From an optimization exercise on the open Yosys and OpenROAD flow, aimed at small area, a short achievable clock period and few clock cycles; shortcuts taken in it are not production practice.
Only simulation tests tie the RTL to the original design; equivalence was not proved.
Power and IR drop assume default switching activity.

== v22 ==
==> flow/design.v <==
package cdq_pkg;
    localparam int WORD_W   = 32;
    localparam int KIND_W   = 3;
    localparam int STATUS_W = 2;
    localparam logic [KIND_W-1:0] KIND_PUSH_FRONT = 3'd0;
    localparam logic [KIND_W-1:0] KIND_PUSH_BACK  = 3'd1;
    localparam logic [KIND_W-1:0] KIND_POP_FRONT  = 3'd2;
    localparam logic [KIND_W-1:0] KIND_POP_BACK   = 3'd3;
    localparam logic [KIND_W-1:0] KIND_READ_ALL   = 3'd4;
    localparam logic [STATUS_W-1:0] STATUS_OK    = 2'd0;
    localparam logic [STATUS_W-1:0] STATUS_EMPTY = 2'd1;
    localparam logic [STATUS_W-1:0] STATUS_FULL  = 2'd2;
    typedef enum logic [2:0] {
        OP_PUSH_FRONT,
        OP_PUSH_BACK,
        OP_POP_FRONT,
        OP_POP_BACK,
        OP_READ_ALL
    } op_t;
    typedef struct packed {
        op_t                      op;
        logic signed [WORD_W-1:0] value;
    } cmd_t;
    typedef struct packed {
        logic full;
        logic empty;
    } q_status_t;
    typedef enum logic [1:0] {
        ST_IDLE,
        ST_READ,
        ST_DUMP
    } state_t;
endpackage
module circular_list_deque_unit #(
    parameter int CAPACITY = 32
) (
    input  logic                                    clk,
    input  logic                                    rst_n,
    input  logic                                    req_valid,
    output logic                                    req_stall,
    input  logic [cdq_pkg::KIND_W-1:0]              kind,
    input  logic signed [cdq_pkg::WORD_W-1:0]       value,
    output logic                                    rsp_valid,
    input  logic                                    rsp_stall,
    output logic signed [cdq_pkg::WORD_W-1:0]       item,
    output logic [cdq_pkg::STATUS_W-1:0]            status,
    output logic                                    last
);
    localparam int PW = $clog2(CAPACITY);
    localparam int CW = $clog2(CAPACITY + 1);
    localparam int WW = cdq_pkg::WORD_W;
    logic [WW-1:0] mem [0:CAPACITY-1];
    logic          s_valid, stall_q, port_ok;
    logic          s_pf, s_pb, s_popf, s_popb, s_rd;
    logic [WW-1:0] s_value;
    logic          h_valid;
    logic          h_pf, h_pb, h_popf, h_popb, h_rd;
    logic [WW-1:0] h_value;
    logic [PW-1:0] f_ptr, fm1_ptr, b_ptr, bp1_ptr, r_ptr;
    logic          empty_r, full_r, single_r;
    logic          dumping, dlast_r;
    logic                r_valid, r_last;
    logic [1:0]          r_status;
    logic [CAPACITY-1:0] r_sel;
    logic          o_valid, o_port, o_last;    
    logic [1:0]    o_status;
    logic [WW-1:0] o_item;
    logic o_free, r_free, go;
    logic push_ok, pop_ok, rd_ok;
    logic [PW-1:0] dump_addr;
    logic sel_b, sel_f;
    logic dump_last, h_done, h_take;
    logic [3:0]    w_lo;       
    logic [7:0]    w_hi;       
    logic [PW-1:0] wa;
    logic [WW-1:0] w_data;
    logic [WW-1:0] rd_word;
    assign o_free = !o_valid || !rsp_stall;
    assign r_free = !r_valid || o_free;
    assign go     = h_valid && r_free;
    assign push_ok = (h_pf || h_pb) && !full_r;
    assign pop_ok  = (h_popf || h_popb) && !empty_r;
    assign rd_ok   = h_rd && !empty_r;
    assign dump_addr = dumping ? r_ptr : f_ptr;
    assign dump_last = dumping ? dlast_r : single_r;
    assign h_done    = !h_rd || empty_r || dump_last;
    assign h_take    = go && h_done;
    assign req_stall = stall_q;
    assign port_ok = req_valid && kind <= cdq_pkg::KIND_READ_ALL;
    assign h_valid = s_valid || port_ok;
    assign h_pf    = s_valid ? s_pf   : (kind == cdq_pkg::KIND_PUSH_FRONT);
    assign h_pb    = s_valid ? s_pb   : (kind == cdq_pkg::KIND_PUSH_BACK);
    assign h_popf  = s_valid ? s_popf : (kind == cdq_pkg::KIND_POP_FRONT);
    assign h_popb  = s_valid ? s_popb : (kind == cdq_pkg::KIND_POP_BACK);
    assign h_rd    = s_valid ? s_rd   : (kind == cdq_pkg::KIND_READ_ALL);
    assign h_value = s_valid ? s_value : value;
    always_ff @(posedge clk or negedge rst_n)
    begin
        if (!rst_n)
        begin
            s_valid <= 1'b0;
            stall_q <= 1'b0;
        end
        else
        begin
            s_valid <= h_valid && !h_take;
            stall_q <= s_valid ? !(r_free && h_done) : (port_ok && !(r_free && h_done));
        end
    end
    always_ff @(posedge clk)
    begin
        if (!s_valid)
        begin
            s_pf    <= (kind == cdq_pkg::KIND_PUSH_FRONT);
            s_pb    <= (kind == cdq_pkg::KIND_PUSH_BACK);
            s_popf  <= (kind == cdq_pkg::KIND_POP_FRONT);
            s_popb  <= (kind == cdq_pkg::KIND_POP_BACK);
            s_rd    <= (kind == cdq_pkg::KIND_READ_ALL);
            s_value <= value;
        end
    end
    always_ff @(posedge clk or negedge rst_n)
    begin
        if (!rst_n)
        begin
            f_ptr    <= '0;
            fm1_ptr  <= PW'(CAPACITY - 1);
            b_ptr    <= PW'(CAPACITY - 1);
            bp1_ptr  <= '0;
            empty_r  <= 1'b1;
            full_r   <= 1'b0;
            single_r <= 1'b0;
            dumping  <= 1'b0;
        end
        else if (go)
        begin
            if (h_pf && !full_r)
            begin
                f_ptr   <= fm1_ptr;
                fm1_ptr <= fm1_ptr - PW'(1);
            end
            if (h_pb && !full_r)
            begin
                b_ptr   <= bp1_ptr;
                bp1_ptr <= bp1_ptr + PW'(1);
            end
            if (h_popf && !empty_r)
            begin
                f_ptr   <= f_ptr + PW'(1);
                fm1_ptr <= f_ptr;
            end
            if (h_popb && !empty_r)
            begin
                b_ptr   <= b_ptr - PW'(1);
                bp1_ptr <= b_ptr;
            end
            if (push_ok)
            begin
                empty_r  <= 1'b0;
                full_r   <= (fm1_ptr == bp1_ptr);       
                single_r <= empty_r;
            end
            if (pop_ok)
            begin
                empty_r  <= single_r;
                full_r   <= 1'b0;
                single_r <= (f_ptr + PW'(1) == b_ptr);  
            end
            if (rd_ok)
            begin
                dumping <= !dump_last;
            end
        end
    end
    always_ff @(posedge clk)
    begin
        if (go && h_rd)
        begin
            r_ptr   <= dump_addr + PW'(1);
            dlast_r <= (dump_addr + PW'(1) == b_ptr);
        end
    end
    always_ff @(posedge clk or negedge rst_n)
    begin
        if (!rst_n)
        begin
            w_hi <= '0;
        end
        else
        begin
            for (int j = 0; j < 8; j++)
            begin
                w_hi[j] <= go && push_ok && wa[4:2] == 3'(j);
            end
        end
    end
    assign wa = h_pf ? fm1_ptr : bp1_ptr;
    always_ff @(posedge clk)
    begin
        for (int j = 0; j < 4; j++)
        begin
            w_lo[j] <= (wa[1:0] == 2'(j));
        end
        w_data <= h_value;
    end
    always_ff @(posedge clk)
    begin
        for (int i = 0; i < CAPACITY; i++)
        begin
            if (w_hi[i / 4] && w_lo[i % 4])
            begin
                mem[i] <= w_data;
            end
        end
    end
    assign sel_b = h_popb && !empty_r;
    assign sel_f = (h_popf || h_rd) && !empty_r;
    always_ff @(posedge clk or negedge rst_n)
    begin
        if (!rst_n)
        begin
            r_valid <= 1'b0;
        end
        else if (r_free)
        begin
            r_valid <= go;
        end
    end
    always_ff @(posedge clk or negedge rst_n)
    begin
        if (!rst_n)
        begin
            r_sel    <= '0;
            r_last   <= 1'b0;
            r_status <= '0;
        end
        else if (r_free)
        begin
            for (int i = 0; i < CAPACITY; i++)
            begin
                r_sel[i] <= (sel_b && b_ptr == PW'(i)) || (sel_f && dump_addr == PW'(i));
            end
            r_last   <= h_done;
            r_status <= (h_pf || h_pb) ? (full_r ? cdq_pkg::STATUS_FULL : cdq_pkg::STATUS_OK)
                                       : (empty_r ? cdq_pkg::STATUS_EMPTY : cdq_pkg::STATUS_OK);
        end
    end
    always_comb
    begin
        rd_word = '0;
        for (int i = 0; i < CAPACITY; i++)
        begin
            rd_word = rd_word | (mem[i] & {WW{r_sel[i]}});
        end
    end
    always_ff @(posedge clk or negedge rst_n)
    begin
        if (!rst_n)
        begin
            o_valid <= 1'b0;
        end
        else if (o_free)
        begin
            o_valid <= r_valid;
        end
    end
    always_ff @(posedge clk or negedge rst_n)
    begin
        if (!rst_n)
        begin
            o_port <= 1'b0;
        end
        else
        begin
            o_port <= r_valid || (o_port && rsp_stall);
        end
    end
    always_ff @(posedge clk or negedge rst_n)
    begin
        if (!rst_n)
        begin
            o_item   <= '0;
            o_status <= '0;
            o_last   <= 1'b0;
        end
        else if (o_free)
        begin
            o_item   <= rd_word;
            o_status <= r_status;
            o_last   <= r_last;
        end
    end
    assign rsp_valid = o_port;
    assign item      = o_item;
    assign status    = o_status;
    assign last      = o_last;
endmodule
export LEC_CHECK = 0
export CAP_MARGIN = 20
export CORE_MARGIN = 2
export CORE_UTILIZATION = 65
export CTS_CLUSTER_DIAMETER = 150
export CTS_CLUSTER_SIZE = 25
export SETUP_SLACK_MARGIN = 2.45
export SLEW_MARGIN = 20
create_clock -name core_clock -period 4.5 [get_ports {clk}]
run.sh (not shown) runs the stock make flow with config.mk's settings and CLKGATE_MAP_FILE= SYNTH_SCRIPT=/design/flow/synth_recipe.tcl, a recipe that flattens the netlist after the stock synthesis.
Testbench counts of v22, summed over its fixed seeds: cycles 8,144.
Modified inputs, v14 compared to v22
--- a/flow/design.v
+++ b/flow/design.v
@@ -54,11 +54,12 @@
     logic          s_pf, s_pb, s_popf, s_popb, s_rd;
     logic [WW-1:0] s_value;
     logic          h_valid;
     logic          h_pf, h_pb, h_popf, h_popb, h_rd;
     logic [WW-1:0] h_value;
-    logic [PW-1:0] f_ptr, fm1_ptr, b_ptr, bp1_ptr, r_ptr;
+    logic [PW-1:0] f_ptr, b_ptr, r_ptr;
+    logic [PW-1:0] f_dec, f_inc, b_dec, b_inc;
     logic          empty_r, full_r, single_r;
     logic          dumping, dlast_r;
     logic                r_valid, r_last;
     logic [1:0]          r_status;
     logic [CAPACITY-1:0] r_sel;
@@ -122,51 +123,45 @@
     always_ff @(posedge clk or negedge rst_n)
     begin
         if (!rst_n)
         begin
             f_ptr    <= '0;
-            fm1_ptr  <= PW'(CAPACITY - 1);
             b_ptr    <= PW'(CAPACITY - 1);
-            bp1_ptr  <= '0;
             empty_r  <= 1'b1;
             full_r   <= 1'b0;
             single_r <= 1'b0;
             dumping  <= 1'b0;
         end
         else if (go)
         begin
             if (h_pf && !full_r)
             begin
-                f_ptr   <= fm1_ptr;
-                fm1_ptr <= fm1_ptr - PW'(1);
+                f_ptr <= f_dec;
             end
             if (h_pb && !full_r)
             begin
-                b_ptr   <= bp1_ptr;
-                bp1_ptr <= bp1_ptr + PW'(1);
+                b_ptr <= b_inc;
             end
             if (h_popf && !empty_r)
             begin
-                f_ptr   <= f_ptr + PW'(1);
-                fm1_ptr <= f_ptr;
+                f_ptr <= f_inc;
             end
             if (h_popb && !empty_r)
             begin
-                b_ptr   <= b_ptr - PW'(1);
-                bp1_ptr <= b_ptr;
+                b_ptr <= b_dec;
             end
             if (push_ok)
             begin
                 empty_r  <= 1'b0;
-                full_r   <= (fm1_ptr == bp1_ptr);       
+                full_r   <= (f_dec == b_inc);           
                 single_r <= empty_r;
             end
             if (pop_ok)
             begin
                 empty_r  <= single_r;
                 full_r   <= 1'b0;
-                single_r <= (f_ptr + PW'(1) == b_ptr);  
+                single_r <= (f_inc == b_ptr);           
             end
             if (rd_ok)
             begin
                 dumping <= !dump_last;
             end
@@ -175,11 +170,11 @@
     always_ff @(posedge clk)
     begin
         if (go && h_rd)
         begin
             r_ptr   <= dump_addr + PW'(1);
-            dlast_r <= (dump_addr + PW'(1) == b_ptr);
+            dlast_r <= dumping ? (r_ptr == b_dec) : (f_ptr == b_dec);
         end
     end
     always_ff @(posedge clk or negedge rst_n)
     begin
         if (!rst_n)
@@ -192,11 +187,15 @@
             begin
                 w_hi[j] <= go && push_ok && wa[4:2] == 3'(j);
             end
         end
     end
-    assign wa = h_pf ? fm1_ptr : bp1_ptr;
+    assign f_dec = f_ptr - PW'(1);
+    assign f_inc = f_ptr + PW'(1);
+    assign b_dec = b_ptr - PW'(1);
+    assign b_inc = b_ptr + PW'(1);
+    assign wa    = h_pf ? f_dec : b_inc;
     always_ff @(posedge clk)
     begin
         for (int j = 0; j < 4; j++)
         begin
             w_lo[j] <= (wa[1:0] == 2'(j));
Results
- On v14: count of clock-buffer cells in the layout is about 5% lower than what v22 gave.
- Die area is higher on v22
- As of v14, TritonCTS buffer count had fallen slightly compared to v22.
- Between v22 and v14, number of antenna diodes increased.
- The higher worst setup slack of v22 and v14 is in v22.
- The lower wire length of v22 and v14 is in v22.
- From v22 to v14 the numbers moved as follows: number of global-route vias before repair decreased by about 1.3% relative to the old numbers, area overhead of the layout relative to synthesis +2.2 points, data required time of the critical path lower, transition time of the tightest slew-check pin down 61 ps, number of cells in the finished layout apart from fillers lost about 1%.
- Utilization after layout (lower): v22
- Against v22, v14 reports a power density over the cells that is higher.
- When the final numbers for v22 and v14 were put side by side, the combinational group share of total power turned out to be greater in v14.
Testbench counts of v14, summed over its fixed seeds: cycles 8,144.

[what the ideal ports hide]
In the flow no input, the clock included, has a driving cell. The finished layouts below were timed again as built, in two steps. Step 1 sets driving cells, clkbuf_16 on the clock port and buf_2 on the other inputs (assumed; they add their load-dependent delay and slew). Step 2 moves the port delays by t, midway between the first and last clock arrival at a register: inputs arrive t later, outputs are due t later. That takes back most of the time a late clock gives input paths. Slacks: no drivers / after step 1 / after step 2; pairs: no drivers / after step 1.
run	shift t [ns]	setup WS [ns]	hold WS [ns]	worst setup path at the end
v22	0.708	2.320 / 2.255 / 1.839	0.287 / 0.248 / 0.480	input to register
v14	0.724	2.316 / 2.244 / 1.678	0.253 / 0.206 / 0.480	input to register
After both steps setup and hold are still met in every run listed. The setup slack of v14, which loses most, moves by -0.072 ns with the drivers and by -0.638 ns with both steps.
